From an optimization exercise on the open Yosys and OpenROAD flow, aimed at small area and few clock cycles per item; shortcuts taken in it are not production practice.
No run shown here included a check of the RTL's function; only the layout flow was run.

## flow/design.v (module list and top-level ports; edited modules follow where they fit)
// module fp_mult_pipe: 1338 lines
// module fp_mult_fa: 10 lines
// module fp_mult_ha: 9 lines
// module fp_mult_bsel: 10 lines
// module fp_mult_bselt: 10 lines
module fp_mult_pipe #(
    parameter int EXP_W = 8,
    parameter int MAN_W = 23
) (
    input  logic                   clk,
    input  logic                   rst_n,
    input  logic                   in_valid,
    output logic                   in_ready,
    input  logic [EXP_W+MAN_W:0]   a,
    input  logic [EXP_W+MAN_W:0]   b,
    output logic                   out_valid,
    input  logic                   out_ready,
    output logic [EXP_W+MAN_W:0]   product,
    output logic [4:0]             flags
);
  // ...
==> flow/flow/run.sh <==
#!/bin/bash
# Standard layout with two changes: the port buffers are buf_2 cells, and right
# after synthesis every combinational cell is set to its smallest drive strength
# (the standard repair steps then size up what timing and slew need).
set -euo pipefail
export BUFFER_PORTS_ARGS="-buffer_cell sky130_fd_sc_hd__buf_2"
bash standard.sh synth > synth.log 2>&1
DS_ODB="$PWD/orfs/results/$FLOW_PLATFORM/fp_mult_pipe/base/1_synth.odb" \
DS_LIB="$FLOW_HOME/platforms/$FLOW_PLATFORM/lib/sky130_fd_sc_hd__tt_025C_1v80.lib" \
DS_MAP="$PWD/flow/downsize_map.txt" \
  openroad -no_init -exit flow/downsize.tcl > downsize.log 2>&1
export SKIP_GATE_CLONING=1
bash standard.sh > standard.log 2>&1
==> flow/flow/downsize.tcl <==
# Replace every combinational cell by the smallest cell of the same function
# (same name but drive strength); the resizer later sizes up what timing needs.
set odb $::env(DS_ODB)
read_liberty $::env(DS_LIB)
read_db $odb
set map [dict create]
set f [open $::env(DS_MAP)]
while {[gets $f line] >= 0} {
  if {[llength $line] == 2} { dict set map [lindex $line 0] [lindex $line 1] }
}
close $f
set n 0
foreach inst [get_cells *] {
  set ref [get_property $inst ref_name]
  if {[dict exists $map $ref]} {
    replace_cell $inst [dict get $map $ref]
    incr n
  }
}
puts "downsize: replaced $n instances"
write_db $odb
==> flow/flow/downsize_map.txt <==
sky130_fd_sc_hd__a2111o_2 sky130_fd_sc_hd__a2111o_1
sky130_fd_sc_hd__a2111o_4 sky130_fd_sc_hd__a2111o_1
sky130_fd_sc_hd__a2111oi_1 sky130_fd_sc_hd__a2111oi_0
sky130_fd_sc_hd__a2111oi_2 sky130_fd_sc_hd__a2111oi_0
sky130_fd_sc_hd__a2111oi_4 sky130_fd_sc_hd__a2111oi_0
sky130_fd_sc_hd__a211o_2 sky130_fd_sc_hd__a211o_1
sky130_fd_sc_hd__a211o_4 sky130_fd_sc_hd__a211o_1
sky130_fd_sc_hd__a211oi_2 sky130_fd_sc_hd__a211oi_1
sky130_fd_sc_hd__a211oi_4 sky130_fd_sc_hd__a211oi_1
sky130_fd_sc_hd__a21bo_4 sky130_fd_sc_hd__a21bo_1
sky130_fd_sc_hd__a21boi_2 sky130_fd_sc_hd__a21boi_0
sky130_fd_sc_hd__a21boi_4 sky130_fd_sc_hd__a21boi_0
sky130_fd_sc_hd__a21o_2 sky130_fd_sc_hd__a21o_1
sky130_fd_sc_hd__a21o_4 sky130_fd_sc_hd__a21o_1
sky130_fd_sc_hd__a21oi_2 sky130_fd_sc_hd__a21oi_1
sky130_fd_sc_hd__a21oi_4 sky130_fd_sc_hd__a21oi_1
sky130_fd_sc_hd__a221o_2 sky130_fd_sc_hd__a221o_1
sky130_fd_sc_hd__a221o_4 sky130_fd_sc_hd__a221o_1
sky130_fd_sc_hd__a221oi_2 sky130_fd_sc_hd__a221oi_1
sky130_fd_sc_hd__a221oi_4 sky130_fd_sc_hd__a221oi_1
sky130_fd_sc_hd__a22o_2 sky130_fd_sc_hd__a22o_1
sky130_fd_sc_hd__a22o_4 sky130_fd_sc_hd__a22o_1
sky130_fd_sc_hd__a22oi_2 sky130_fd_sc_hd__a22oi_1
sky130_fd_sc_hd__a22oi_4 sky130_fd_sc_hd__a22oi_1
sky130_fd_sc_hd__a2bb2o_2 sky130_fd_sc_hd__a2bb2o_1
sky130_fd_sc_hd__a2bb2o_4 sky130_fd_sc_hd__a2bb2o_1
sky130_fd_sc_hd__a2bb2oi_2 sky130_fd_sc_hd__a2bb2oi_1
sky130_fd_sc_hd__a2bb2oi_4 sky130_fd_sc_hd__a2bb2oi_1
sky130_fd_sc_hd__a311o_2 sky130_fd_sc_hd__a311o_1
sky130_fd_sc_hd__a311o_4 sky130_fd_sc_hd__a311o_1
sky130_fd_sc_hd__a311oi_2 sky130_fd_sc_hd__a311oi_1
sky130_fd_sc_hd__a311oi_4 sky130_fd_sc_hd__a311oi_1
sky130_fd_sc_hd__a31o_4 sky130_fd_sc_hd__a31o_1
sky130_fd_sc_hd__a31oi_2 sky130_fd_sc_hd__a31oi_1
sky130_fd_sc_hd__a31oi_4 sky130_fd_sc_hd__a31oi_1
sky130_fd_sc_hd__a32o_2 sky130_fd_sc_hd__a32o_1
sky130_fd_sc_hd__a32o_4 sky130_fd_sc_hd__a32o_1
sky130_fd_sc_hd__a32oi_2 sky130_fd_sc_hd__a32oi_1
sky130_fd_sc_hd__a32oi_4 sky130_fd_sc_hd__a32oi_1
sky130_fd_sc_hd__a41o_2 sky130_fd_sc_hd__a41o_1
sky130_fd_sc_hd__a41o_4 sky130_fd_sc_hd__a41o_1
sky130_fd_sc_hd__a41oi_2 sky130_fd_sc_hd__a41oi_1
sky130_fd_sc_hd__a41oi_4 sky130_fd_sc_hd__a41oi_1
sky130_fd_sc_hd__and2_2 sky130_fd_sc_hd__and2_0
sky130_fd_sc_hd__and2_4 sky130_fd_sc_hd__and2_0
sky130_fd_sc_hd__and2b_2 sky130_fd_sc_hd__and2b_1
sky130_fd_sc_hd__and2b_4 sky130_fd_sc_hd__and2b_1
sky130_fd_sc_hd__and3_2 sky130_fd_sc_hd__and3_1
sky130_fd_sc_hd__and3_4 sky130_fd_sc_hd__and3_1
sky130_fd_sc_hd__and3b_2 sky130_fd_sc_hd__and3b_1
sky130_fd_sc_hd__and3b_4 sky130_fd_sc_hd__and3b_1
sky130_fd_sc_hd__and4_2 sky130_fd_sc_hd__and4_1
sky130_fd_sc_hd__and4_4 sky130_fd_sc_hd__and4_1
sky130_fd_sc_hd__and4b_2 sky130_fd_sc_hd__and4b_1
sky130_fd_sc_hd__and4b_4 sky130_fd_sc_hd__and4b_1
sky130_fd_sc_hd__and4bb_4 sky130_fd_sc_hd__and4bb_1
sky130_fd_sc_hd__maj3_2 sky130_fd_sc_hd__maj3_1
sky130_fd_sc_hd__maj3_4 sky130_fd_sc_hd__maj3_1
sky130_fd_sc_hd__mux2_4 sky130_fd_sc_hd__mux2_1
sky130_fd_sc_hd__mux2_8 sky130_fd_sc_hd__mux2_1
sky130_fd_sc_hd__mux2i_2 sky130_fd_sc_hd__mux2i_1
sky130_fd_sc_hd__mux2i_4 sky130_fd_sc_hd__mux2i_1
sky130_fd_sc_hd__mux4_1 sky130_fd_sc_hd__mux4_2
sky130_fd_sc_hd__mux4_4 sky130_fd_sc_hd__mux4_2
sky130_fd_sc_hd__nand2_2 sky130_fd_sc_hd__nand2_1
sky130_fd_sc_hd__nand2_4 sky130_fd_sc_hd__nand2_1
sky130_fd_sc_hd__nand2_8 sky130_fd_sc_hd__nand2_1
sky130_fd_sc_hd__nand2b_2 sky130_fd_sc_hd__nand2b_1
sky130_fd_sc_hd__nand2b_4 sky130_fd_sc_hd__nand2b_1
sky130_fd_sc_hd__nand3_2 sky130_fd_sc_hd__nand3_1
sky130_fd_sc_hd__nand3_4 sky130_fd_sc_hd__nand3_1
sky130_fd_sc_hd__nand3b_2 sky130_fd_sc_hd__nand3b_1
sky130_fd_sc_hd__nand3b_4 sky130_fd_sc_hd__nand3b_1
sky130_fd_sc_hd__nand4_2 sky130_fd_sc_hd__nand4_1
sky130_fd_sc_hd__nand4_4 sky130_fd_sc_hd__nand4_1
sky130_fd_sc_hd__nand4b_2 sky130_fd_sc_hd__nand4b_1
sky130_fd_sc_hd__nand4b_4 sky130_fd_sc_hd__nand4b_1
sky130_fd_sc_hd__nand4bb_2 sky130_fd_sc_hd__nand4bb_1
sky130_fd_sc_hd__nand4bb_4 sky130_fd_sc_hd__nand4bb_1
sky130_fd_sc_hd__nor2_2 sky130_fd_sc_hd__nor2_1
sky130_fd_sc_hd__nor2_4 sky130_fd_sc_hd__nor2_1
sky130_fd_sc_hd__nor2_8 sky130_fd_sc_hd__nor2_1
sky130_fd_sc_hd__nor2b_2 sky130_fd_sc_hd__nor2b_1
sky130_fd_sc_hd__nor2b_4 sky130_fd_sc_hd__nor2b_1
sky130_fd_sc_hd__nor3_2 sky130_fd_sc_hd__nor3_1
sky130_fd_sc_hd__nor3_4 sky130_fd_sc_hd__nor3_1
sky130_fd_sc_hd__nor3b_2 sky130_fd_sc_hd__nor3b_1
sky130_fd_sc_hd__nor3b_4 sky130_fd_sc_hd__nor3b_1
sky130_fd_sc_hd__nor4_2 sky130_fd_sc_hd__nor4_1
sky130_fd_sc_hd__nor4_4 sky130_fd_sc_hd__nor4_1
sky130_fd_sc_hd__nor4b_2 sky130_fd_sc_hd__nor4b_1
sky130_fd_sc_hd__nor4b_4 sky130_fd_sc_hd__nor4b_1
sky130_fd_sc_hd__nor4bb_2 sky130_fd_sc_hd__nor4bb_1
sky130_fd_sc_hd__nor4bb_4 sky130_fd_sc_hd__nor4bb_1
sky130_fd_sc_hd__o2111a_2 sky130_fd_sc_hd__o2111a_1
sky130_fd_sc_hd__o2111a_4 sky130_fd_sc_hd__o2111a_1
sky130_fd_sc_hd__o2111ai_2 sky130_fd_sc_hd__o2111ai_1
sky130_fd_sc_hd__o2111ai_4 sky130_fd_sc_hd__o2111ai_1
sky130_fd_sc_hd__o211a_4 sky130_fd_sc_hd__o211a_1
sky130_fd_sc_hd__o211ai_2 sky130_fd_sc_hd__o211ai_1
sky130_fd_sc_hd__o211ai_4 sky130_fd_sc_hd__o211ai_1
sky130_fd_sc_hd__o21a_2 sky130_fd_sc_hd__o21a_1
sky130_fd_sc_hd__o21a_4 sky130_fd_sc_hd__o21a_1
sky130_fd_sc_hd__o21ai_2 sky130_fd_sc_hd__o21ai_0
sky130_fd_sc_hd__o21ai_4 sky130_fd_sc_hd__o21ai_0
sky130_fd_sc_hd__o21ba_4 sky130_fd_sc_hd__o21ba_1
sky130_fd_sc_hd__o21bai_2 sky130_fd_sc_hd__o21bai_1
sky130_fd_sc_hd__o21bai_4 sky130_fd_sc_hd__o21bai_1
sky130_fd_sc_hd__o221a_4 sky130_fd_sc_hd__o221a_1
sky130_fd_sc_hd__o221ai_2 sky130_fd_sc_hd__o221ai_1
sky130_fd_sc_hd__o221ai_4 sky130_fd_sc_hd__o221ai_1
sky130_fd_sc_hd__o22a_2 sky130_fd_sc_hd__o22a_1
sky130_fd_sc_hd__o22a_4 sky130_fd_sc_hd__o22a_1
sky130_fd_sc_hd__o22ai_2 sky130_fd_sc_hd__o22ai_1
sky130_fd_sc_hd__o22ai_4 sky130_fd_sc_hd__o22ai_1
sky130_fd_sc_hd__o2bb2a_2 sky130_fd_sc_hd__o2bb2a_1
sky130_fd_sc_hd__o2bb2a_4 sky130_fd_sc_hd__o2bb2a_1
sky130_fd_sc_hd__o2bb2ai_2 sky130_fd_sc_hd__o2bb2ai_1
sky130_fd_sc_hd__o2bb2ai_4 sky130_fd_sc_hd__o2bb2ai_1
sky130_fd_sc_hd__o311a_2 sky130_fd_sc_hd__o311a_1
sky130_fd_sc_hd__o311a_4 sky130_fd_sc_hd__o311a_1
sky130_fd_sc_hd__o311ai_2 sky130_fd_sc_hd__o311ai_0
sky130_fd_sc_hd__o311ai_4 sky130_fd_sc_hd__o311ai_0
sky130_fd_sc_hd__o31a_2 sky130_fd_sc_hd__o31a_1
sky130_fd_sc_hd__o31a_4 sky130_fd_sc_hd__o31a_1
sky130_fd_sc_hd__o31ai_2 sky130_fd_sc_hd__o31ai_1
sky130_fd_sc_hd__o31ai_4 sky130_fd_sc_hd__o31ai_1
sky130_fd_sc_hd__o32a_2 sky130_fd_sc_hd__o32a_1
sky130_fd_sc_hd__o32a_4 sky130_fd_sc_hd__o32a_1
sky130_fd_sc_hd__o32ai_2 sky130_fd_sc_hd__o32ai_1
sky130_fd_sc_hd__o32ai_4 sky130_fd_sc_hd__o32ai_1
sky130_fd_sc_hd__o41a_2 sky130_fd_sc_hd__o41a_1
sky130_fd_sc_hd__o41a_4 sky130_fd_sc_hd__o41a_1
sky130_fd_sc_hd__o41ai_2 sky130_fd_sc_hd__o41ai_1
sky130_fd_sc_hd__o41ai_4 sky130_fd_sc_hd__o41ai_1
sky130_fd_sc_hd__or2_4 sky130_fd_sc_hd__or2_0
sky130_fd_sc_hd__or2b_2 sky130_fd_sc_hd__or2b_1
sky130_fd_sc_hd__or2b_4 sky130_fd_sc_hd__or2b_1
sky130_fd_sc_hd__or3_2 sky130_fd_sc_hd__or3_1
sky130_fd_sc_hd__or3_4 sky130_fd_sc_hd__or3_1
sky130_fd_sc_hd__or3b_4 sky130_fd_sc_hd__or3b_1
sky130_fd_sc_hd__or4_2 sky130_fd_sc_hd__or4_1
sky130_fd_sc_hd__or4_4 sky130_fd_sc_hd__or4_1
sky130_fd_sc_hd__or4b_4 sky130_fd_sc_hd__or4b_1
sky130_fd_sc_hd__or4bb_2 sky130_fd_sc_hd__or4bb_1
sky130_fd_sc_hd__or4bb_4 sky130_fd_sc_hd__or4bb_1
sky130_fd_sc_hd__sdlclkp_2 sky130_fd_sc_hd__sdlclkp_1
sky130_fd_sc_hd__sdlclkp_4 sky130_fd_sc_hd__sdlclkp_1
sky130_fd_sc_hd__xnor2_2 sky130_fd_sc_hd__xnor2_1
sky130_fd_sc_hd__xnor2_4 sky130_fd_sc_hd__xnor2_1
sky130_fd_sc_hd__xnor3_2 sky130_fd_sc_hd__xnor3_1
sky130_fd_sc_hd__xnor3_4 sky130_fd_sc_hd__xnor3_1
sky130_fd_sc_hd__xor2_2 sky130_fd_sc_hd__xor2_1
sky130_fd_sc_hd__xor2_4 sky130_fd_sc_hd__xor2_1
sky130_fd_sc_hd__xor3_2 sky130_fd_sc_hd__xor3_1
sky130_fd_sc_hd__xor3_4 sky130_fd_sc_hd__xor3_1
==> flow/standard.sh <==
#!/bin/bash
# synth_recipe.tcl (not shown) runs the flow's synth.tcl, then flattens the netlist and writes it again
# the make line also repeats each setting of config.mk as NAME=value (left out here)
make -C /OpenROAD-flow-scripts/flow DESIGN_CONFIG=/design/flow/config.mk WORK_HOME=/design/flow/orfs CLKGATE_MAP_FILE= SYNTH_SCRIPT=/design/flow/synth_recipe.tcl "${@:-finish}"
==> flow/config.mk <==
export PLATFORM = sky130hd
export DESIGN_NAME = fp_mult_pipe
export DESIGN_NICKNAME = fp_mult_pipe
export VERILOG_FILES = /design/flow/design.v
export SDC_FILE = /design/flow/constraint.sdc
export NUM_CORES = 4
export LEC_CHECK = 0
export CAP_MARGIN = 20
export CORE_MARGIN = 2
export CORE_UTILIZATION = 40
export GPL_TIMING_DRIVEN = 1
export SETUP_SLACK_MARGIN = 0.05
export SLEW_MARGIN = 20
export SYNTH_HIERARCHICAL = 1
==> flow/constraint.sdc <==
create_clock -name core_clock -period 7.5 [get_ports {clk}]
set_input_delay 1.5000 -clock core_clock [delete_from_list [all_inputs] [get_ports {clk}]]
set_output_delay 1.5000 -clock core_clock [all_outputs]
set_load 0.01 [all_outputs]
==> metrics.md, run 1 <==
| Metric | Value |
|---|---|
| Outcome | `complete, no violations` |
| Register-to-register setup slack | `6.26 ns` |
| Nonclk inv count | `45` |
| Crit path kind | `in2reg` |
| Htree depth | `2` |
| CTS tree | `yes` |
| DRC viols | `0` |
| Longest Clk Path Bufs | `2` |
| CP most frequent cell | `fa_1` |
| Top sig layer | `met5` |
| Buffers, non-clock | `229` |
| Crit path max-delay cell type | `fa_1` |
| Clkbuf count | `6` |
| Clock insertion delay at the later pin of the skew report | `0.29 ns` |
| Number of antenna-violating nets in the routed design | `0` |
| Top flop regs | `p_r x26, e_r x9` |
| Slew of the pin with the lowest slew margin | `0.874 ns` |
| Slack of the critical path | `0.293 ns` |
| WL/cell | `24.0 microns` |
| Reg2Reg Depth | `2` |
| # hold bufs at CTS | `0` |
| Final Max Tran Viols | `0` |
| Cts repair resizes | `0` |
| CTS Buf Count | `5` |
| Most flops, register | `p_r` |
| Routed wl met2 | `24.1 mm` |
| Fill count | `3929` |
| Finished Layout Cells | `2425` |
| DIE AREA | `42900 sq um` |
| Unrepaired setup endpoints after global routing | `true` |
| First-pass GRT wire length | `88.9 mm` |
==> run 2, diff against run 1 <==
--- a/flow/flow/run.sh
+++ b/flow/flow/run.sh
@@ -11,3 +11,4 @@
   openroad -no_init -exit flow/downsize.tcl > downsize.log 2>&1
 export SKIP_GATE_CLONING=1
+export GPL_KEEP_OVERFLOW=0
 bash standard.sh > standard.log 2>&1
==> run 2 against run 1 <==
First-iteration DRC count grew 15%; wire length rose by 1.7%; synthesized cell count unchanged; flip-flop and latch count unchanged; synthesized area did not move; global-route usage up 0.20 points; critical path depth rose by 3; die area is the same; critical endpoint is now p_r[40]; largest cell class unchanged; highest routed layer unchanged.
==> metrics.md, run 2 <==
| Metric | Value |
|---|---|
| Outcome | `complete, no violations` |
| Total iterations of the first detailed-routing run | `7` |
| Most flops, register | `p_r` |
| Finished Layout Cells | `2386 (-1.6%)` |
| Gpl congestion | `0.900` |
| Mapped Nets | `2120` |
| Vias in the first global route | `15400` |
| Most common cell after layout, fill and taps aside | `xnor2_1` |
| Die height | `207 microns` |
| Area Growth Syn to Fin | `16.0%` |
| Htree depth | `2 (unchanged)` |
| Met1 wire length | `24.2 mm` |
| Crit path kind | `in2reg` |
| Number of antenna-violating nets in the routed design | `0 (unchanged)` |
| CTS tree | `yes` |
| CP Launch Type | `input port` |
| Top flop regs | `p_r x26, e_r x9` |
| Worst slack, placed | `-1.50 ns` |
| CP Max Fanout | `36` |
| Clk pin slew, worst setup/hold paths | `0.06 ns` |
| Hold path depth | `2` |
| Most frequent cells in the layout | `xnor2_1, a22oi_1, fa_1, buf_2, nand2_1` |
| Met3 wire len | `7.16 mm` |
| Critical Path End Type | `register` |
| Max reg flops | `26` |
| Fin crit share | `97.2%` |
| CTS Buf Count | `5 (unchanged)` |
| Via count | `15400` |
| Worst slew margin relative to its limit | `37.8%` |
| Cell count after placement | `2302` |
| Core Util, Final | `47.0%` |
| Min-delay worst type | `reg2reg` |
| # hold bufs at CTS | `0 (unchanged)` |
| Port Buffer Count | `106` |
| First-pass GRT wire length | `90.4 mm (+1.7%)` |
| Vias per cell | `6.44` |
| Critical Path RT | `7.53 ns` |
| Root Buffer | `clkbuf_16` |
| Layout cells sized above 1 | `14.2%` |
| Worst Path Arrival | `7.32 ns` |
| Routed wl met2 | `25.6 mm (+6.0%)` |
| Slew of the pin with the lowest slew margin | `0.924 ns (+0.0496 ns)` |
| Initial antenna violation count | `1` |
| Clock insertion delay at the later pin of the skew report | `0.29 ns (about the same)` |
| ANT cells | `0` |
| MaxCap Viol Count | `0` |
| DRC viols | `0 (unchanged)` |
| Final Setup Violations | `0` |
| Reg2Reg Depth | `2 (unchanged)` |
| Final Hold Viols | `0` |
| Slack of the critical path | `0.212 ns (-0.0809 ns)` |
| Min Tclk post-route | `7.29 ns` |
| Layout Nets | `2267` |
| Fmax | `137 MHz` |
| Longest Clk Path Bufs | `2 (unchanged)` |
| Mapped Area | `16500 sq um` |
| Iteration-0 DRC Markers | `1855` |
| FP Rows | `74` |
| Num ports | `107` |
| Setup skew after layout | `0.00388 ns` |
| Starting Density | `40.5%` |
| WL/cell | `24.8 microns (+3.4%)` |
| Gr ovfl total | `0` |
| Gr usage total | `26.5%` |
| DIE AREA | `42900 sq um (unchanged)` |
| Syn_area_per_cell | `9.67 sq um` |
| Post-Route WL | `59.1 mm` |
| CTS sink cnt | `41` |
| Core area | `40700 sq um` |
| Top sig layer | `met5` |
| Final Max Tran Viols | `0 (unchanged)` |
| Largest net degree at the start of global routing | `37` |
| DP HPWL | `39.9 mm` |
| Synth warnings | `7` |
| Die X | `207 microns` |
| Mapped Cells | `1706` |
## run 2: area by class of cell
type / count / area (sq um)
fillers: 3872 / 21600
multi-input cells: 1570 / 15400
repair buffers: 190 / 1540
flip-flops and latches: 41 / 1230
well taps: 532 / 666
inverters: 45 / 180
clock buffers: 5 / 125
clock inverters: 3 / 41.3
## run 2: final timing paths
path	from	to	slack [ns]
hold / removal	v_r	v_r	0.72
max in group asynchronous	rst_n	v_r	6.44
setup reg to reg	v_r	e_r[5]	6.29
hold reg to reg	v_r	v_r	0.72
setup / recovery	b[13]	p_r[40]	0.21
min in group asynchronous	rst_n	v_r	0.97
## run 2: worst max-delay path: stages
cell and delay, ns:
buf_12 0.24, clkinvlp_4 0.22, nand3_1 0.17, o21ai_4 0.09
buf_4 0.18, a22oi_1 0.19, xnor2_1 0.18, fa_1 0.47
fa_1 0.49, fa_1 0.49, fa_1 0.56, fa_1 0.42
ha_2 0.39, and2_1 0.21, nand3_1 0.13, a211o_1 0.29
a21oi_1 0.19, o211ai_1 0.13, buf_4 0.17, o31ai_2 0.30
a21oi_1 0.15, xnor2_1 0.15
## run 2: timing repair
item | in CTS | in global routing
setup endpoints to repair | 61 | 44
gates cloned | 0 | 0
setup buffers | 46 | 30
pin swaps | 20 | 15
resized for setup | 42 | 50
## run 2: metal layers
layer / GRT usage, % / vias up
li1: - / 6574
met1: 36.8 / 7558
met2: 40.2 / 1064
met3: 6.70 / 162
met4: 9.14 / 2
met5: 0 / -
## run 2: through the flow
step	hold WS, ns	cell area (sq um)	TNS, ns
floorplan	1.20	16600	0
global placement	1.28	17600	-84.18
detailed placement	0.728	17900	-56.74
CTS	0.744	18700	0
global route	0.778	19100	-0.00475
finish	0.723	19100	0
==> run 3, diff against run 2 <==
--- a/flow/flow/run.sh
+++ b/flow/flow/run.sh
@@ -11,4 +11,4 @@
   openroad -no_init -exit flow/downsize.tcl > downsize.log 2>&1
 export SKIP_GATE_CLONING=1
-export GPL_KEEP_OVERFLOW=0
+export GPL_KEEP_OVERFLOW=0.3
 bash standard.sh > standard.log 2>&1
==> run 3 against run 2 <==
Die area is the same; flip-flop and latch count is the same; critical endpoint is now p_r[47]; highest routed layer is now met4.
==> metrics.md, run 3 <==
| Metric | Value |
|---|---|
| Gr ovfl total | `0 (unchanged)` |
| Htree depth | `2 (unchanged)` |
| CTS sink cnt | `41 (unchanged)` |
| DIE AREA | `42900 sq um (unchanged)` |
| Synth warnings | `7 (unchanged)` |
| Grt met2 use | `41.4% (+1.2 points)` |
| CP Launch Type | `input port` |
| # hold bufs at CTS | `0 (unchanged)` |
| Core Util, Final | `50.0% (+3.0 points)` |
| Final Setup Violations | `0 (unchanged)` |
| CP Max Fanout | `9 (-75%)` |
| Storage cell area | `1230 sq um (unchanged)` |
| Setup skew after layout | `0.00786 ns (+0.00398 ns)` |
| Number of antenna-violating nets in the routed design | `0 (unchanged)` |
| Fmax | `140 MHz (+1.7%)` |
| GR peak layer | `met2` |
| MaxCap Viol Count | `0 (unchanged)` |
| WL/cell | `22.3 microns (-9.9%)` |
| Root Buffer | `clkbuf_16` |
| Most frequent cells in the layout | `xnor2_1, buf_4, a22oi_1, fa_1, buf_2` |
| Max reg flops | `26 (unchanged)` |
| Fin Hold WS | `0.856 ns (+0.132 ns)` |
| Unrepaired setup endpoints after global routing | `false` |
| FP Rows | `74 (unchanged)` |
| Critical Path RT | `7.54 ns (about the same)` |
| Critical Path End Type | `register` |
| CTS Buf Count | `5 (unchanged)` |
| Initial antenna violation count | `0 (-1)` |
| Met1 Track Usage GR | `36.9% (+0.13 points)` |
| Mapped Cells | `1706 (unchanged)` |
| Port Buffer Count | `106 (unchanged)` |
| Fin crit share | `95.5% (-1.7 points)` |
| Gpl congestion | `0.971 (+7.9%)` |
| Total iterations of the first detailed-routing run | `5 (-2)` |
| Slew of the pin with the lowest slew margin | `0.686 ns (-0.238 ns)` |
| Vias per cell | `6.00 (-6.7%)` |
| Worst slew margin relative to its limit | `54.1% (+16 points)` |
| Clock insertion delay at the later pin of the skew report | `0.29 ns (about the same)` |
| Die X | `207 microns (unchanged)` |
| Clk pin slew, worst setup/hold paths | `0.07 ns (about the same)` |
| Register-to-register setup slack | `6.21 ns (-0.08 ns)` |
| Finished Layout Cells | `2615 (+9.6%)` |
| Crit path kind | `in2reg` |
| Most common cell after layout, fill and taps aside | `xnor2_1` |
| Longest Clk Path Bufs | `2 (unchanged)` |
| Cts repair resizes | `0 (-100%)` |
| Most flops, register | `p_r` |
| Gr usage total | `26.7% (+0.19 points)` |
| Core area | `40700 sq um (unchanged)` |
| Layout cells sized above 1 | `22.3% (+8.0 points)` |
| Min-delay worst type | `reg2reg` |
| Top flop regs | `p_r x26, e_r x9` |
| Hold path depth | `3 (+1)` |
| Cell count after placement | `2607 (+13%)` |
| Vias in the first global route | `15900 (+3.6%)` |
| ANT cells | `0 (unchanged)` |
| Worst Path Arrival | `7.20 ns (-0.12 ns)` |
| Iteration-0 DRC Markers | `1598 (-14%)` |
| Outcome | `complete, no violations` |
| Die height | `207 microns (unchanged)` |
| Reg2Reg Depth | `2 (unchanged)` |
| Final Max Tran Viols | `0 (unchanged)` |
| Met3 GRT Util | `6.09% (-0.61 points)` |
| DP HPWL | `47.2 mm (+18%)` |
| Starting Density | `40.5% (unchanged)` |
| Mapped Nets | `2120 (unchanged)` |
| CTS tree | `yes` |
| Num ports | `107 (unchanged)` |
| Min Tclk post-route | `7.16 ns (-0.125 ns)` |
| Area Growth Syn to Fin | `23.5%` |
| Setup Fix Bufs, Post-CTS | `0 (-100%)` |
| DRC viols | `0 (unchanged)` |
| Post-Route WL | `58.4 mm (-1.3%)` |
| Final Hold Viols | `0 (unchanged)` |
| Largest net degree at the start of global routing | `48 (+30%)` |
| Multi-input gate area | `15000 sq um (-2.1%)` |
| Layout Nets | `2496 (+10%)` |
| First-pass GRT wire length | `90.7 mm (+0.28%)` |
| Fill count | `3831 (-1.1%)` |
| Mapped Area | `16500 sq um (unchanged)` |
| Syn_area_per_cell | `9.67 sq um (unchanged)` |
| Via count | `15700 (+2.2%)` |
-- run 3: final timing paths --
check                           to  startpoint
setup / recovery           p_r[47]        b[9]
hold / removal                 v_r         v_r
setup reg to reg            e_r[6]         v_r
hold reg to reg                v_r         v_r
max in group asynchronous      v_r       rst_n
min in group asynchronous      v_r       rst_n
-- run 3: layout make-up --
type	count	area share, %
Clock buffer	6	0.681
Clock inverter	2	0.184
Inverter	45	0.829
Multi-Input combinational cell	1570	73.8
Sequential cell	41	6.01
Tap cell	532	3.27
Timing Repair Buffer	419	15.2
-- run 3: per-layer routing --
| layer | share of wire, % | wire length, microns | vias up |
|---|---|---|---|
| met5 | 0 | 0 | - |
| met4 | 3.1 | 1830 | 0 |
| met3 | 11 | 6300 | 116 |
| met2 | 44 | 25800 | 879 |
| met1 | 42 | 24500 | 7684 |
| li1 | - | - | 7020 |
-- run 3: stage by stage --
step / TNS (ns) / instance area [sq um] / worst slack (ns)
CTS: 0 / 20400 / 0.120
floorplan: 0 / 16600 / 0.0550
global placement: -0.0188 / 20200 / -0.0110
detailed placement: -1.07 / 20200 / -0.195
finish: 0 / 20400 / 0.337
global route: 0 / 20400 / 0.0546
-- run 3: worst max-delay path, stage by stage --
cell	delay [ns]
buf_2	0.12
buf_4	0.16
xor2_2	0.19
buf_12	0.15
buf_12	0.12
buf_4	0.14
a22oi_1	0.23
xnor2_1	0.12
fa_1	0.70
fa_1	0.51
fa_1	0.43
fa_1	0.54
fa_1	0.44
ha_1	0.37
nand3_1	0.12
o221ai_1	0.25
a31o_2	0.22
nand3_1	0.07
a21oi_1	0.24
o2111ai_1	0.17
a311oi_1	0.31
xnor2_1	0.10
==> run 4, diff against run 3 <==
--- a/flow/flow/run.sh
+++ b/flow/flow/run.sh
@@ -11,4 +11,3 @@
   openroad -no_init -exit flow/downsize.tcl > downsize.log 2>&1
 export SKIP_GATE_CLONING=1
-export GPL_KEEP_OVERFLOW=0.3
 bash standard.sh > standard.log 2>&1
--- a/flow/config.mk
+++ b/flow/config.mk
@@ -9,4 +9,5 @@
 export CORE_MARGIN = 2
 export CORE_UTILIZATION = 40
+export GPL_ROUTABILITY_DRIVEN = 0
 export GPL_TIMING_DRIVEN = 1
 export SETUP_SLACK_MARGIN = 0.05
==> run 4 against run 3 <==
Utilization down 4.1 points; via count down 3.9%; flip-flop and latch count unchanged; still clean; largest cell class unchanged; clock skew down 0.0021 ns.
==> metrics.md, run 4 <==
| Metric | Value |
|---|---|
| Outcome | `complete, no violations` |
| Synth warnings | `7 (unchanged)` |
| Final Hold Viols | `0 (unchanged)` |
| Largest net degree at the start of global routing | `47 (-2.1%)` |
| CTS Buf Count | `5 (unchanged)` |
| Worst slew margin relative to its limit | `42.3% (-12 points)` |
| Gr usage total | `26.3% (-0.40 points)` |
| Port Buffer Count | `106 (unchanged)` |
| Storage cell area | `1230 sq um (unchanged)` |
| Critical Path RT | `7.53 ns (about the same)` |
| Final Max Tran Viols | `0 (unchanged)` |
| Mapped Cells | `1706 (unchanged)` |
| Unrepaired setup endpoints after global routing | `true` |
| Area Growth Syn to Fin | `13.3%` |
| Syn_area_per_cell | `9.67 sq um (unchanged)` |
| Vias in the first global route | `15200 (-4.7%)` |
| Crit path kind | `in2reg` |
| DRC viols | `0 (unchanged)` |
| Fin crit share | `95.9% (+0.38 points)` |
| WL/cell | `23.9 microns (+7.1%)` |
| ANT cells | `0 (unchanged)` |
| Slew of the pin with the lowest slew margin | `0.857 ns (+0.171 ns)` |
| # hold bufs at CTS | `0 (unchanged)` |
| Num ports | `107 (unchanged)` |
| Setup skew after layout | `0.00580 ns (-0.00206 ns)` |
| Fill count | `3964 (+3.5%)` |
| DP HPWL | `44.4 mm (-6.0%)` |
| Initial antenna violation count | `0 (unchanged)` |
| Gr ovfl total | `0 (unchanged)` |
| Max reg flops | `26 (unchanged)` |
| CTS tree | `yes` |
| Die height | `207 microns (unchanged)` |
| Most flops, register | `p_r` |
| Core Util, Final | `45.9% (-4.1 points)` |
| MaxCap Viol Count | `0 (unchanged)` |
| Htree depth | `2 (unchanged)` |
| FP Rows | `74 (unchanged)` |
| DIE AREA | `42900 sq um (unchanged)` |
| Worst Path Arrival | `7.22 ns (+0.02 ns)` |
| Layout Nets | `2295 (-8.1%)` |
| Clock insertion delay at the later pin of the skew report | `0.29 ns (about the same)` |
| Top flop regs | `p_r x26, e_r x9` |
| Root Buffer | `clkbuf_16` |
| Most common cell after layout, fill and taps aside | `xnor2_1` |
| Total iterations of the first detailed-routing run | `7 (+2)` |
| Via count | `15100 (-3.9%)` |
| Starting Density | `40.5% (unchanged)` |
| Most frequent cells in the layout | `xnor2_1, a22oi_1, fa_1, buf_2, buf_4` |
| CP Max Fanout | `12 (+3)` |
| Mapped Area | `16500 sq um (unchanged)` |
| CTS sink cnt | `41 (unchanged)` |
| Setup tns final | `0 ns (unchanged)` |
| Clk pin slew, worst setup/hold paths | `0.06 ns (about the same)` |
| Placed inst area | `18500 sq um (-8.4%)` |
| Core area | `40700 sq um (unchanged)` |
| Die X | `207 microns (unchanged)` |
| Fmax | `139 MHz (-0.39%)` |
| Critical Path End Type | `register` |
| Final Setup Violations | `0 (unchanged)` |
| Post-Route WL | `57.7 mm (-1.2%)` |
| Mapped Nets | `2120 (unchanged)` |
| Vias per cell | `6.25 (+4.1%)` |
| Multi-input gate area | `15000 sq um (-0.21%)` |
| Post-route cell area | `18700 sq um (-8.2%)` |
| First-pass GRT wire length | `89.1 mm (-1.8%)` |
| Layout cells sized above 1 | `13.8% (-8.5 points)` |
| Iteration-0 DRC Markers | `1543 (-3.4%)` |
| Min-delay worst type | `reg2reg` |
| Min Tclk post-route | `7.19 ns (+0.0284 ns)` |
| CP Launch Type | `input port` |
| Longest Clk Path Bufs | `2 (unchanged)` |
| Number of antenna-violating nets in the routed design | `0 (unchanged)` |
## run 4: worst max-delay path, cell delays in order
cell       delay (ns)
buf_2            0.25
nand2b_1         0.14
o21ai_2          0.36
buf_4            0.26
a22oi_1          0.09
xnor2_1          0.23
fa_1             0.47
fa_1             0.49
fa_1             0.42
fa_1             0.54
fa_1             0.42
ha_1             0.41
nand4_1          0.14
nor2_1           0.19
and4_1           0.23
a32oi_2          0.19
a21oi_1          0.28
o2111ai_1        0.15
a311oi_1         0.30
xnor2_1          0.12
## run 4: stage by stage
| stage | setup WS (ns) | instances | hold slack [ns] |
|---|---|---|---|
| final | 0.309 | 2414 | 0.829 |
| after CTS | 0.213 | 2412 | 0.860 |
| after detailed placement | -0.0819 | 2404 | 0.847 |
| after global placement | 0.0341 | 2404 | 0.840 |
| after global routing | -0.00543 | 2414 | 0.943 |
| after floorplan | 0.0550 | 1706 | 1.20 |
## run 4: layer usage
metal / vias to the layer above / track usage (%) / part of all wire (%)
li1: 6622 / - / -
met5: - / 0 / 0
met3: 104 / 7.11 / 12
met4: 0 / 6.38 / 2.3
met1: 7463 / 36.8 / 42
met2: 896 / 40.5 / 43
## run 4: cell type report
type / count / area share, %
multi-input cells: 1570 / 80.3
repair buffers: 218 / 7.80
flip-flops and latches: 41 / 6.56
well taps: 532 / 3.56
inverters: 45 / 0.903
clock buffers: 7 / 0.763
clock inverters: 1 / 0.161
## run 4: worst paths after layout
path / startpoint / end / slack (ns) / cells past startpoint
max reg2reg: v_r / e_r[2] / 6.25 / 2
max in group asynchronous: rst_n / v_r / 6.44 / 1
min in group asynchronous: rst_n / v_r / 0.98 / 1
min reg2reg: v_r / v_r / 0.83 / 3
max: b[15] / p_r[47] / 0.31 / 20
min: v_r / v_r / 0.83 / 3
## run 4: timing repair
item | 4_1_cts | 5_1_grt
buffers inserted | 0 | 2
setup endpoints to repair | 4 | 33
resized for setup | 1 | 7
==> run 5, diff against run 4 <==
--- a/flow/config.mk
+++ b/flow/config.mk
@@ -9,5 +9,5 @@
 export CORE_MARGIN = 2
 export CORE_UTILIZATION = 40
-export GPL_ROUTABILITY_DRIVEN = 0
+export CTS_BUF_LIST = sky130_fd_sc_hd__clkbuf_4
 export GPL_TIMING_DRIVEN = 1
 export SETUP_SLACK_MARGIN = 0.05
==> run 5 against run 4 <==
Clock skew increased by 0.0042 ns; utilization about the same; sequential share of layout area about the same; synthesized cell count stayed put; critical path type unchanged; design area about the same; register-to-register slack about the same; worst setup slack better by 0.034 ns; via count decreased by 0.62%; synthesized area unchanged; critical endpoint unchanged.
==> metrics.md, run 5 <==
| Metric | Value |
|---|---|
| CTS tree | `yes` |
| Most common cell after layout, fill and taps aside | `xnor2_1` |
| Most flops, register | `p_r` |
| Synth warnings | `7 (unchanged)` |
| Cell family with most CP delay | `adder cells` |
| Starting Density | `40.5% (unchanged)` |
| Area Growth Syn to Fin | `13.4% (about the same)` |
| Worst path cell trace | `buf_2 > nand2_1 > o21ai_2 > a22oi_1 > xnor2_1 > fa_1 > fa_1 > fa_1 > fa_1 > fa_1 > ha_1 > nand2_1 > nor2_1 > and4_1 > a32oi_1 > buf_4 > a21oi_1 > o2111ai_1 > a311oi_1 > xnor2_1` |
| Number of antenna-violating nets in the routed design | `0 (unchanged)` |
| Port Buffer Count | `106 (unchanged)` |
| Setup skew after layout | `0.00996 ns (+0.00416 ns)` |
| Fin crit share | `95.4% (-0.46 points)` |
| WP buf/inv | `2 (unchanged)` |
| Gpl congestion | `0.947` |
| Crit path kind | `in2reg` |
| Min-delay worst type | `reg2reg` |
| Mapped Nets | `2120 (unchanged)` |
| Clock insertion delay at the later pin of the skew report | `0.36 ns (+0.07 ns)` |
| Top flop regs | `p_r x26, e_r x9` |
| Critical Path RT | `7.59 ns (+0.06 ns)` |
| DRC viols | `0 (unchanged)` |
| Num ports | `107 (unchanged)` |
| Slew of the pin with the lowest slew margin | `0.872 ns (+0.0150 ns)` |
| Critical R2R Launch | `v_r` |
| Iteration-0 DRC Markers | `1560 (+1.1%)` |
| MaxCap Viol Count | `0 (unchanged)` |
| FP Rows | `74 (unchanged)` |
| Initial antenna violation count | `2 (+2)` |
| Layout cells sized above 1 | `14.4% (+0.59 points)` |
| Via count | `15000 (-0.62%)` |
| Root Buffer | `clkbuf_4` |
| Largest net degree at the start of global routing | `46 (-2.1%)` |
| Mapped Area | `16500 sq um (unchanged)` |
| Vias in the first global route | `14900 (-1.9%)` |
| WL/cell | `24.0 microns (+0.56%)` |
| Total iterations of the first detailed-routing run | `6 (-1)` |
| Outcome | `complete, no violations` |
| Post-Route WL | `58.4 mm (+1.1%)` |
| CP Max Fanout | `8 (-4)` |
| Fill count | `3939 (-0.63%)` |
| Htree depth | `2 (unchanged)` |
| Clk pin slew, worst setup/hold paths | `0.11 ns (+0.05 ns)` |
| Gr usage total | `26.3% (about the same)` |
| Routed wl met2 | `24.2 mm (-3.4%)` |
| CTS sink cnt | `41 (unchanged)` |
| Hold path startpoint | `v_r` |
| CP startpoint | `b[19]` |
| Worst slew margin relative to its limit | `41.3% (-1.0 points)` |
| Die height | `207 microns (unchanged)` |
| DIE AREA | `42900 sq um (unchanged)` |
| Gr ovfl total | `0 (unchanged)` |
| CTS Buf Count | `5 (unchanged)` |
| Critical Path End Type | `register` |
| Crit path max-delay cell type | `fa_1` |
| Fmax | `140 MHz (+0.48%)` |
| Syn_area_per_cell | `9.67 sq um (unchanged)` |
| Mapped Cells | `1706 (unchanged)` |
| First-pass GRT wire length | `88.9 mm (-0.13%)` |
| Final Max Tran Viols | `0 (unchanged)` |
| Worst Path Arrival | `7.25 ns (+0.03 ns)` |
| Crit-path max cell delay | `0.53 ns (about the same)` |
| Longest Clk Path Bufs | `2 (unchanged)` |
| Setup tns final | `0 ns (unchanged)` |
| Met3 wire len | `7.35 mm (+5.8%)` |
| Core area | `40700 sq um (unchanged)` |
| DP HPWL | `45.1 mm (+1.6%)` |
| Met1 wire length | `25.5 mm (+4.4%)` |
| Most frequent cells in the layout | `xnor2_1, a22oi_1, fa_1, buf_4, buf_2` |
| CP most frequent cell | `fa_1` |
| Layout Nets | `2308 (+0.57%)` |
| Final Hold Viols | `0 (unchanged)` |
| Final Setup Violations | `0 (unchanged)` |
| Max reg flops | `26 (unchanged)` |
| Top sig layer | `met5` |
| CP Launch Type | `input port` |
| Vias per cell | `6.17 (-1.2%)` |
| Die X | `207 microns (unchanged)` |
| Min Tclk post-route | `7.16 ns (-0.0342 ns)` |
-- run 5: final cells by class --
class | count | area [sq um] | area share, %
inverter | 45 | 169 | 0.903
multi-input combinational | 1570 | 15000 | 80.2
timing repair buffer | 231 | 1570 | 8.38
antenna | 1 | 2.50 | 0.0134
sequential | 41 | 1230 | 6.55
clock inverter | 2 | 35.0 | 0.187
clock buffer | 6 | 45.0 | 0.241
tap | 532 | 666 | 3.56
-- run 5: routing by layer --
metal / up-vias / global-route usage (%)
li1: 6651 / -
met1: 7358 / 37.1
met2: 882 / 38.3
met3: 98 / 9.34
met4: 2 / 6.53
met5: - / 0
-- run 5: worst paths after layout --
check	slack (ns)	cells after the start	endpoint
hold / removal	0.85	3	v_r
min in group asynchronous	0.89	1	v_r
max in group asynchronous	6.53	1	v_r
setup / recovery	0.34	20	p_r[47]
hold reg to reg	0.85	3	v_r
setup reg to reg	6.24	2	p_r[28]
-- run 5: metrics by stage --
step | area [sq um] | util, % | setup WS (ns) | instances | hold WS (ns)
final | 18700 | 45.9 | 0.343 | 2428 | 0.848
after global routing | 18700 | 45.9 | -0.000139 | 2428 | 0.859
after CTS | 18600 | 45.8 | 0.288 | 2422 | 0.871
after detailed placement | 18600 | 45.6 | 0.0160 | 2414 | 0.847
after global placement | 18600 | 45.6 | 0.129 | 2414 | 0.839
after floorplan | 16600 | - | 0.0550 | 1706 | 1.20
-- run 5: what timing repair did --
item,CTS,global route
setup endpoints to repair,5,24
setup buffers,0,5
hold buffers,0,0
pin swaps,0,1
resized for setup,1,5
-- run 5: worst register-to-register path, stage by stage, from the launching register on --
cell	delay, ns
dfrtp_1	0.40
nand2b_2	0.06
buf_4	0.41
==> run 6, diff against run 5 <==
--- a/flow/config.mk
+++ b/flow/config.mk
@@ -8,6 +8,5 @@
 export CAP_MARGIN = 20
 export CORE_MARGIN = 2
-export CORE_UTILIZATION = 40
-export CTS_BUF_LIST = sky130_fd_sc_hd__clkbuf_4
+export CORE_UTILIZATION = 50
 export GPL_TIMING_DRIVEN = 1
 export SETUP_SLACK_MARGIN = 0.05
==> run 6 against run 5 <==
Worst hold slack improved by 0.10 ns; largest cell class unchanged; register-to-register slack got worse by 0.12 ns; clock skew fell by 0.0044 ns; final cell count fell by 2.8%; die area fell by 20%; critical path type unchanged; highest routed layer unchanged; still clean on timing, DRC and antenna; critical path depth rose by 2; first-iteration DRC count rose by 1.8%; utilization rose by 12 points.
==> metrics.md, run 6 <==
| Metric | Value |
|---|---|
| Vias per cell | `6.35 (+2.8%)` |
| Outcome | `complete, no violations` |
| DRC viols | `0 (unchanged)` |
| Clock insertion delay at the later pin of the skew report | `0.29 ns (-0.07 ns)` |
| # hold bufs at CTS | `0 (unchanged)` |
| Fill count | `3001 (-24%)` |
| DP HPWL | `44.7 mm (-0.89%)` |
| Post-Route WL | `57.0 mm (-2.3%)` |
| Core area | `32500 sq um (-20%)` |
| Cell count after placement | `2349 (-2.7%)` |
| Layout cells sized above 1 | `15.4% (+0.98 points)` |
| Min-delay worst type | `reg2reg` |
| Iteration-0 DRC Markers | `1588 (+1.8%)` |
| Setup tns final | `0 ns (unchanged)` |
| FP Rows | `66 (-11%)` |
| Mapped Area | `16500 sq um (unchanged)` |
| Max reg flops | `26 (unchanged)` |
| Area Growth Syn to Fin | `14.3%` |
| Mapped Cells | `1706 (unchanged)` |
| Gr usage total | `33.5% (+7.2 points)` |
| Total iterations of the first detailed-routing run | `6 (unchanged)` |
| Top flop regs | `p_r x26, e_r x9` |
| Via count | `15000 (-0.10%)` |
| DIE AREA | `34500 sq um (-20%)` |
| Largest net degree at the start of global routing | `48 (+4.3%)` |
| CTS Buf Count | `5 (unchanged)` |
| Fin crit share | `94.9% (-0.55 points)` |
| CP Max Fanout | `22 (+14)` |
| Starting Density | `50.7% (+10 points)` |
| WL/cell | `24.2 microns (+0.50%)` |
| Crit path kind | `in2reg` |
| Most frequent cells in the layout | `xnor2_1, a22oi_1, fa_1, buf_4, buf_2` |
| Gpl congestion | `1.01 (+7.0%)` |
| Worst Path Arrival | `7.15 ns (-0.10 ns)` |
| Num ports | `107 (unchanged)` |
| Root Buffer | `clkbuf_16` |
| CTS sink cnt | `41 (unchanged)` |
| Most common cell after layout, fill and taps aside | `xnor2_1` |
| Initial antenna violation count | `2 (unchanged)` |
| Setup skew after layout | `0.00557 ns (-0.00439 ns)` |
| Htree depth | `2 (unchanged)` |
| Critical Path RT | `7.54 ns (-0.05 ns)` |
| First-pass GRT wire length | `87.5 mm (-1.7%)` |
| CTS tree | `yes` |
| Final Max Tran Viols | `0 (unchanged)` |
| Min Tclk post-route | `7.12 ns (-0.0410 ns)` |
| Port Buffer Count | `106 (unchanged)` |
| Longest Clk Path Bufs | `2 (unchanged)` |
| Unrepaired setup endpoints after global routing | `false` |
| CP Launch Type | `input port` |
| Final Hold Viols | `0 (unchanged)` |
| Most flops, register | `p_r` |
| Syn_area_per_cell | `9.67 sq um (unchanged)` |
| Final Setup Violations | `0 (unchanged)` |
| Vias in the first global route | `14900 (+0.17%)` |
| Mapped Nets | `2120 (unchanged)` |
| Slew of the pin with the lowest slew margin | `0.907 ns (+0.0352 ns)` |
| Finished Layout Cells | `2360 (-2.8%)` |
| Critical Path End Type | `register` |
| MaxCap Viol Count | `0 (unchanged)` |
| Synth warnings | `7 (unchanged)` |
| Gr ovfl total | `0 (unchanged)` |
| Die height | `186 microns (-10%)` |
| Layout Nets | `2330 (+0.95%)` |
| Fmax | `141 MHz (+0.58%)` |
| Die X | `186 microns (-10%)` |
| Number of antenna-violating nets in the routed design | `0 (unchanged)` |
| Clk pin slew, worst setup/hold paths | `0.06 ns (-0.05 ns)` |
| Worst slew margin relative to its limit | `39.0% (-2.4 points)` |
run 6: worst max-delay path, stage by stage:
cell	delay (ns)
buf_2	0.25
nand2b_1	0.14
o21ai_2	0.17
buf_12	0.18
a22oi_1	0.09
xnor2_1	0.28
fa_1	0.47
fa_1	0.54
fa_1	0.49
fa_1	0.55
fa_1	0.42
ha_1	0.38
buf_4	0.16
nand4_1	0.10
nor2_1	0.14
and4_1	0.20
a32oi_1	0.12
buf_4	0.19
a21oi_2	0.17
o2111ai_1	0.14
a311oi_1	0.33
xnor2_1	0.11
run 6: cell type report:
cell class / instances / area [sq um] / share of cell area [%]
diodes: 1 / 2.50 / 0.0133
clock buffers: 5 / 125 / 0.663
clock inverters: 3 / 46.3 / 0.245
inverters: 45 / 169 / 0.895
multi-input cells: 1570 / 15000 / 79.7
flip-flops and latches: 41 / 1230 / 6.50
well taps: 442 / 553 / 2.93
repair buffers: 253 / 1710 / 9.06
run 6: path summary, 6_finish.rpt:
| kind | startpoint | end | slack (ns) | cells after the start |
|---|---|---|---|---|
| worst max-delay path | b[11] | p_r[47] | 0.38 | 22 |
| worst min-delay path | v_r | v_r | 0.95 | 3 |
| worst max register to register | v_r | e_r[4] | 6.12 | 2 |
| worst min register to register | v_r | v_r | 0.95 | 3 |
| max in group asynchronous | rst_n | v_r | 6.45 | 1 |
| min in group asynchronous | rst_n | v_r | 0.97 | 1 |
run 6: stage by stage:
stage | hold slack [ns] | setup WS, ns | cell area, sq um | util [%]
global route | 0.958 | 0.0552 | 18900 | 58.0
CTS | 0.963 | 0.0978 | 18800 | 57.8
detailed placement | 0.985 | 0.0185 | 18600 | 57.3
floorplan | 1.20 | 0.0550 | 16600 | -
finish | 0.950 | 0.384 | 18900 | 58.0
global placement | 0.979 | 0.124 | 18600 | 57.3
run 6: layer usage:
| metal | wire [microns] | track usage [%] | share of wire, % |
|---|---|---|---|
| met1 | 24400 | 46.9 | 43 |
| met2 | 24300 | 50.7 | 43 |
| met3 | 6680 | 9.53 | 12 |
| met4 | 1590 | 9.42 | 2.8 |
| met5 | 7 | 0 | 0.012 |
run 6: what timing repair did:
item,CTS,global route
setup endpoints to repair,0,28
buffers inserted,0,2
gates resized for setup,0,8
==> run 7, diff against run 6 <==
--- a/flow/config.mk
+++ b/flow/config.mk
@@ -8,5 +8,5 @@
 export CAP_MARGIN = 20
 export CORE_MARGIN = 2
-export CORE_UTILIZATION = 50
+export CORE_UTILIZATION = 30
 export GPL_TIMING_DRIVEN = 1
 export SETUP_SLACK_MARGIN = 0.05
==> run 7 against run 6 <==
Clock skew decreased by 0.00055 ns; synthesized cell count stayed put; final cell count is 11% higher; synthesized area unchanged; still clean on timing, DRC and antenna; count of clock-buffer cells in the layout is the same.
==> metrics.md, run 7 <==
| Metric | Value |
|---|---|
| Outcome | `complete, no violations` |
| RR Endpoint | `e_r[3]` |
| Final Setup Violations | `0 (unchanged)` |
| DP HPWL | `47.0 mm (+5.2%)` |
| Worst slew margin relative to its limit | `45.3% (+6.4 points)` |
| Clock insertion delay at the later pin of the skew report | `0.29 ns (about the same)` |
| Multi-input gate area | `15100 sq um (+0.37%)` |
| Crit path kind | `in2reg` |
| CTS sink cnt | `41 (unchanged)` |
| Die X | `239 microns (+28%)` |
| ANT cells | `0 (-1)` |
| FP Rows | `85 (+29%)` |
| Storage cell area | `1230 sq um (unchanged)` |
| Critical Path RT | `7.53 ns (about the same)` |
| Setup tns final | `0 ns (unchanged)` |
| Most flops, register | `p_r` |
| Final Max Tran Viols | `0 (unchanged)` |
| Via count | `15000 (+0.15%)` |
| Gr usage total | `20.1% (-13 points)` |
| Vias in the first global route | `15000 (+0.52%)` |
| CP startpoint | `b[16]` |
| Min Tclk post-route | `7.21 ns (+0.0908 ns)` |
| Largest net degree at the start of global routing | `48 (unchanged)` |
| CP Max Fanout | `8 (-64%)` |
| Gr ovfl total | `0 (unchanged)` |
| Total iterations of the first detailed-routing run | `6 (unchanged)` |
| CP Launch Type | `input port` |
| Gpl congestion | `0.986 (-2.6%)` |
| Unrepaired setup endpoints after global routing | `true` |
| Syn_area_per_cell | `9.67 sq um (unchanged)` |
| Mapped Area | `16500 sq um (unchanged)` |
| Mapped Cells | `1706 (unchanged)` |
| Top flop regs | `p_r x26, e_r x9` |
| Synth warnings | `7 (unchanged)` |
| Post-Route WL | `59.0 mm (+3.5%)` |
| Num ports | `107 (unchanged)` |
| Fin crit share | `96.1% (+1.2 points)` |
| Layout cells sized above 1 | `15.6% (+0.24 points)` |
| Longest Clk Path Bufs | `2 (unchanged)` |
| Min-delay worst type | `reg2reg` |
| Number of antenna-violating nets in the routed design | `0 (unchanged)` |
| Htree depth | `2 (unchanged)` |
| Clk pin slew, worst setup/hold paths | `0.06 ns (about the same)` |
| Max reg flops | `26 (unchanged)` |
| Area Growth Syn to Fin | `16.3%` |
| Placed inst area | `18900 sq um (+1.2%)` |
| Starting Density | `30.5% (-20 points)` |
| Post-route cell area | `19200 sq um (+1.8%)` |
| WL/cell | `22.6 microns (-6.4%)` |
| CTS tree | `yes` |
| Iteration-0 DRC Markers | `1481 (-6.7%)` |
| Worst Path Arrival | `7.24 ns (+0.09 ns)` |
| Vias per cell | `5.75 (-9.4%)` |
| Fmax | `139 MHz (-1.3%)` |
| Critical R2R Launch | `v_r` |
| Mapped Nets | `2120 (unchanged)` |
| Slew of the pin with the lowest slew margin | `0.812 ns (-0.0958 ns)` |
| Critical Path End Type | `register` |
| Hold path startpoint | `v_r` |
| First-pass GRT wire length | `89.2 mm (+2.0%)` |
| DRC viols | `0 (unchanged)` |
| Setup skew after layout | `0.00503 ns (-0.000546 ns)` |
| Core area | `54100 sq um (+66%)` |
| Register-to-register setup slack | `6.22 ns (+0.10 ns)` |
| DIE AREA | `56900 sq um (+65%)` |
| Fill count | `5473 (+82%)` |
| Final Hold Viols | `0 (unchanged)` |
| Root Buffer | `clkbuf_16` |
| CTS Buf Count | `5 (unchanged)` |
| Most frequent cells in the layout | `xnor2_1, a22oi_1, fa_1, buf_4, buf_2` |
| Initial antenna violation count | `0 (-2)` |
| MaxCap Viol Count | `0 (unchanged)` |
| Most common cell after layout, fill and taps aside | `xnor2_1` |
| Reg2Reg Depth | `2 (unchanged)` |
| Critical Path Sink | `p_r[41]` |
| Die height | `239 microns (+28%)` |
| Port Buffer Count | `106 (unchanged)` |
| Layout Nets | `2326 (-0.17%)` |
## run 7: timing repair
item | in CTS | in global routing
buffers inserted | 0 | 6
gates resized for setup | 1 | 20
hold buffers | 0 | 0
pin swaps | 0 | 5
setup endpoints to repair | 4 | 26
## run 7: through the flow
step	setup WS, ns	hold slack [ns]	utilization [%]	std cells
detailed placement	-0.136	0.852	34.8	2595
global route	0.0228	0.954	35.5	2609
global placement	-0.0678	0.863	34.8	2595
floorplan	0.0550	1.20	-	1706
CTS	0.179	0.871	35.2	2603
finish	0.293	0.845	35.5	2609
## run 7: how the worst min path moves through the flow
stage	to	cells past startpoint
floorplan	v_r	0
global placement	v_r	3
detailed placement	v_r	3
CTS	v_r	3
global route	v_r	1
finish	v_r	3
## run 7: worst max-delay path: stages
cell	delay, ns
buf_2	0.19
nand2b_1	0.22
o21ai_4	0.32
a22oi_1	0.13
xnor2_1	0.27
fa_1	0.54
fa_1	0.51
fa_1	0.44
fa_1	0.46
fa_1	0.51
ha_1	0.31
a2111oi_1	0.46
o221ai_1	0.23
nand2_1	0.16
nor3b_1	0.19
buf_4	0.16
a21oi_2	0.06
o21ai_0	0.25
a21oi_1	0.13
xor2_1	0.17
## run 7: area by class of cell
class                           count  share of cell area [%]
Clock buffer                        5                   0.652
Inverter                           45                   0.880
Timing Repair Buffer              249                    8.75
Multi-Input combinational cell   1570                    78.6
Tap cell                          696                    4.54
Clock inverter                      3                   0.215
Sequential cell                    41                    6.39
## run 7: per-layer routing
layer	track usage, %	wire length, microns	up-vias
li1	-	-	6691
met1	29.5	26500	7433
met2	30.6	25300	792
met3	3.93	5950	82
met4	4.28	1250	0
met5	0	0	-
==> run 8, diff against run 7 <==
--- a/flow/flow/run.sh
+++ b/flow/flow/run.sh
@@ -11,3 +11,4 @@
   openroad -no_init -exit flow/downsize.tcl > downsize.log 2>&1
 export SKIP_GATE_CLONING=1
+export GLOBAL_PLACEMENT_ARGS="-timing_driven_net_weight_max 3"
 bash standard.sh > standard.log 2>&1
--- a/flow/config.mk
+++ b/flow/config.mk
@@ -8,5 +8,5 @@
 export CAP_MARGIN = 20
 export CORE_MARGIN = 2
-export CORE_UTILIZATION = 30
+export CORE_UTILIZATION = 40
 export GPL_TIMING_DRIVEN = 1
 export SETUP_SLACK_MARGIN = 0.05
==> run 8 against run 7 <==
Critical path depth up 2; via count is 0.61% lower; die area down 25%; non-clock buffer count is 20 lower; flip-flop and latch count stayed put.
==> metrics.md, run 8 <==
| Metric | Value |
|---|---|
| Outcome | `complete, no violations` |
| Root Buffer | `clkbuf_16` |
| Layout cells sized above 1 | `14.4% (-1.2 points)` |
| Reg2Reg Depth | `2 (unchanged)` |
| Post-Route WL | `56.2 mm (-4.8%)` |
| DIE AREA | `42900 sq um (-25%)` |
| Total iterations of the first detailed-routing run | `6 (unchanged)` |
| Fin crit share | `95.6% (-0.53 points)` |
| Max reg flops | `26 (unchanged)` |
| Min Tclk post-route | `7.17 ns (-0.0395 ns)` |
| CTS sink cnt | `41 (unchanged)` |
| Port Buffer Count | `106 (unchanged)` |
| Fmax | `140 MHz (+0.55%)` |
| ANT cells | `0 (unchanged)` |
| Clock insertion delay at the later pin of the skew report | `0.29 ns (about the same)` |
| Clk pin slew, worst setup/hold paths | `0.06 ns (about the same)` |
| Critical Path RT | `7.52 ns (about the same)` |
| Final Hold Viols | `0 (unchanged)` |
| Synth warnings | `7 (unchanged)` |
| First-pass GRT wire length | `87.5 mm (-1.9%)` |
| Die X | `207 microns (-13%)` |
| Gr ovfl total | `0 (unchanged)` |
| Critical R2R Launch | `v_r` |
| Critical Path Sink | `p_r[33]` |
| CTS tree | `yes` |
| Via count | `14900 (-0.61%)` |
| Register-to-register setup slack | `6.22 ns (about the same)` |
| Vias per cell | `6.15 (+6.9%)` |
| CP Max Fanout | `22 (+14)` |
| Die height | `207 microns (-13%)` |
| Worst slew margin relative to its limit | `40.0% (-5.3 points)` |
| Most frequent cells in the layout | `xnor2_1, a22oi_1, fa_1, buf_4, buf_2` |
| Final Max Tran Viols | `0 (unchanged)` |
| CP Launch Type | `input port` |
| Syn_area_per_cell | `9.67 sq um (unchanged)` |
| Longest Clk Path Bufs | `2 (unchanged)` |
| Final Setup Violations | `0 (unchanged)` |
| Number of antenna-violating nets in the routed design | `0 (unchanged)` |
| CTS Buf Count | `5 (unchanged)` |
| Finished Layout Cells | `2425 (-7.1%)` |
| MaxCap Viol Count | `0 (unchanged)` |
| DP HPWL | `43.6 mm (-7.2%)` |
| Mapped Cells | `1706 (unchanged)` |
| Min-delay worst type | `reg2reg` |
| Num ports | `107 (unchanged)` |
| Setup tns final | `0 ns (unchanged)` |
| Cell count after placement | `2410 (-7.1%)` |
| Gr usage total | `25.7% (+5.6 points)` |
| Most common cell after layout, fill and taps aside | `xnor2_1` |
| Top flop regs | `p_r x26, e_r x9` |
| Vias in the first global route | `14900 (-0.33%)` |
| FP Rows | `74 (-13%)` |
| Largest net degree at the start of global routing | `46 (-4.2%)` |
| Critical Path End Type | `register` |
| Mapped Area | `16500 sq um (unchanged)` |
| Worst Path Arrival | `7.18 ns (-0.06 ns)` |
| Core area | `40700 sq um (-25%)` |
| WL/cell | `23.2 microns (+2.4%)` |
| RR Endpoint | `st_r` |
| Gpl congestion | `0.961 (-2.6%)` |
| Unrepaired setup endpoints after global routing | `false` |
| Htree depth | `2 (unchanged)` |
| Initial antenna violation count | `0 (unchanged)` |
| Setup skew after layout | `0.00690 ns (+0.00188 ns)` |
| CP startpoint | `b[17]` |
| Most flops, register | `p_r` |
| # hold bufs at CTS | `0 (unchanged)` |
| Layout Nets | `2306 (-0.86%)` |
| Mapped Nets | `2120 (unchanged)` |
| Slew of the pin with the lowest slew margin | `0.891 ns (+0.0795 ns)` |
| DRC viols | `0 (unchanged)` |
| Crit path kind | `in2reg` |
| Iteration-0 DRC Markers | `1584 (+7.0%)` |
| Starting Density | `40.5% (+10 points)` |
| Hold path depth | `3 (unchanged)` |
| Area Growth Syn to Fin | `14.0%` |
[run 8: cell types whose count changed in the layout (fill, tap and decap cells not counted), moves of 6 or more]
cell and change:
buf_4 -23, buf_12 +6, a211oi_2 -6, a211oi_1 +6
[run 8: worst max-delay path, stage by stage]
cell	delay, ns
buf_2	0.24
inv_1	0.14
nand3_1	0.12
o21ai_2	0.07
buf_12	0.17
a22oi_1	0.20
xnor2_1	0.18
fa_1	0.48
fa_1	0.52
fa_1	0.44
fa_1	0.61
fa_1	0.44
ha_1	0.30
buf_4	0.16
nand2_1	0.09
nor2_1	0.06
and4_1	0.17
a32oi_1	0.51
nand2_1	0.16
a21oi_1	0.27
mux2i_1	0.22
o211ai_1	0.11
[run 8: layer usage]
metal	up-vias	wire (microns)	track usage (%)
li1	6645	-	-
met1	7330	24800	37.8
met2	840	23600	37.6
met3	91	6410	6.66
met4	0	1400	6.33
met5	-	0	0
[run 8: area by class of cell]
class,instances,area [sq um]
fillers,3936,21900
multi-input cells,1570,15000
repair buffers,229,1590
flip-flops and latches,41,1230
well taps,532,666
inverters,45,169
clock buffers,5,125
clock inverters,3,17.5
[run 8: how the worst min path moves through the flow]
stage / from / to / slack, ns
6_report: v_r / v_r / 0.85
5_1_grt: rst_n / v_r / 0.96
4_1_cts: v_r / v_r / 0.88
3_5_place_dp: v_r / v_r / 0.86
3_3_place_gp: v_r / v_r / 0.84
2_1_floorplan: rst_n / v_r / 1.20
[run 8: through the flow]
| stage | hold WS [ns] | instance area, sq um | worst slack [ns] | utilization, % |
|---|---|---|---|---|
| 2_1_floorplan | 1.20 | 16600 | 0.0550 | - |
| 3_3_place_gp | 0.844 | 18600 | 0.0847 | 45.6 |
| 3_5_place_dp | 0.864 | 18600 | -0.0106 | 45.6 |
| 4_1_cts | 0.877 | 18700 | 0.276 | 45.9 |
| 5_1_grt | 0.961 | 18800 | 0.0401 | 46.2 |
| 6_report | 0.853 | 18800 | 0.332 | 46.2 |
[run 8: repair_timing]
item	4_1_cts	5_1_grt
buffers inserted	0	7
pin swaps	0	2
endpoints found under the setup margin	11	30
gates resized for setup	1	8
endpoints found under the hold margin	0	0

## afterwards: timing with drivers on the ports
The results above use ideal ports. As a check the final layouts listed here were re-extracted and re-timed, cells and wires unchanged.
Step 1 sets driving cells, clkbuf_16 on the clock port and buf_2 on the other inputs (assumed; they add their load-dependent delay and slew).
Step 2 also shifts input and output timing later by t, the mid clock arrival at the registers, as if the neighbouring blocks saw the same clock.
a / b / c = no drivers / after step 1 / after step 2; a / b = the first two.
| run | shift t [ns] | setup WS [ns] | worst data-port slew with drivers (ns) |
|---|---|---|---|
| run 1 | 0.321 | 0.293 / 0.306 / -0.015 | 0.06 |
| run 2 | 0.323 | 0.212 / 0.187 / -0.136 | 0.08 |
| run 3 | 0.326 | 0.337 / 0.361 / 0.035 | 0.05 |
| run 4 | 0.322 | 0.309 / 0.323 / 0.001 | 0.06 |
| run 5 | 0.390 | 0.343 / 0.348 / -0.042 | 0.06 |
| run 6 | 0.331 | 0.384 / 0.398 / 0.067 | 0.10 |
| run 7 | 0.325 | 0.293 / 0.279 / -0.046 | 0.07 |
| run 8 | 0.324 | 0.332 / 0.350 / 0.026 | 0.05 |
Met with ideal ports but missed after step 2: setup timing in run 1, run 2, run 5 and run 7. The setup slack of run 5, which loses most, moves by +0.005 ns with the drivers and by -0.385 ns with both steps.
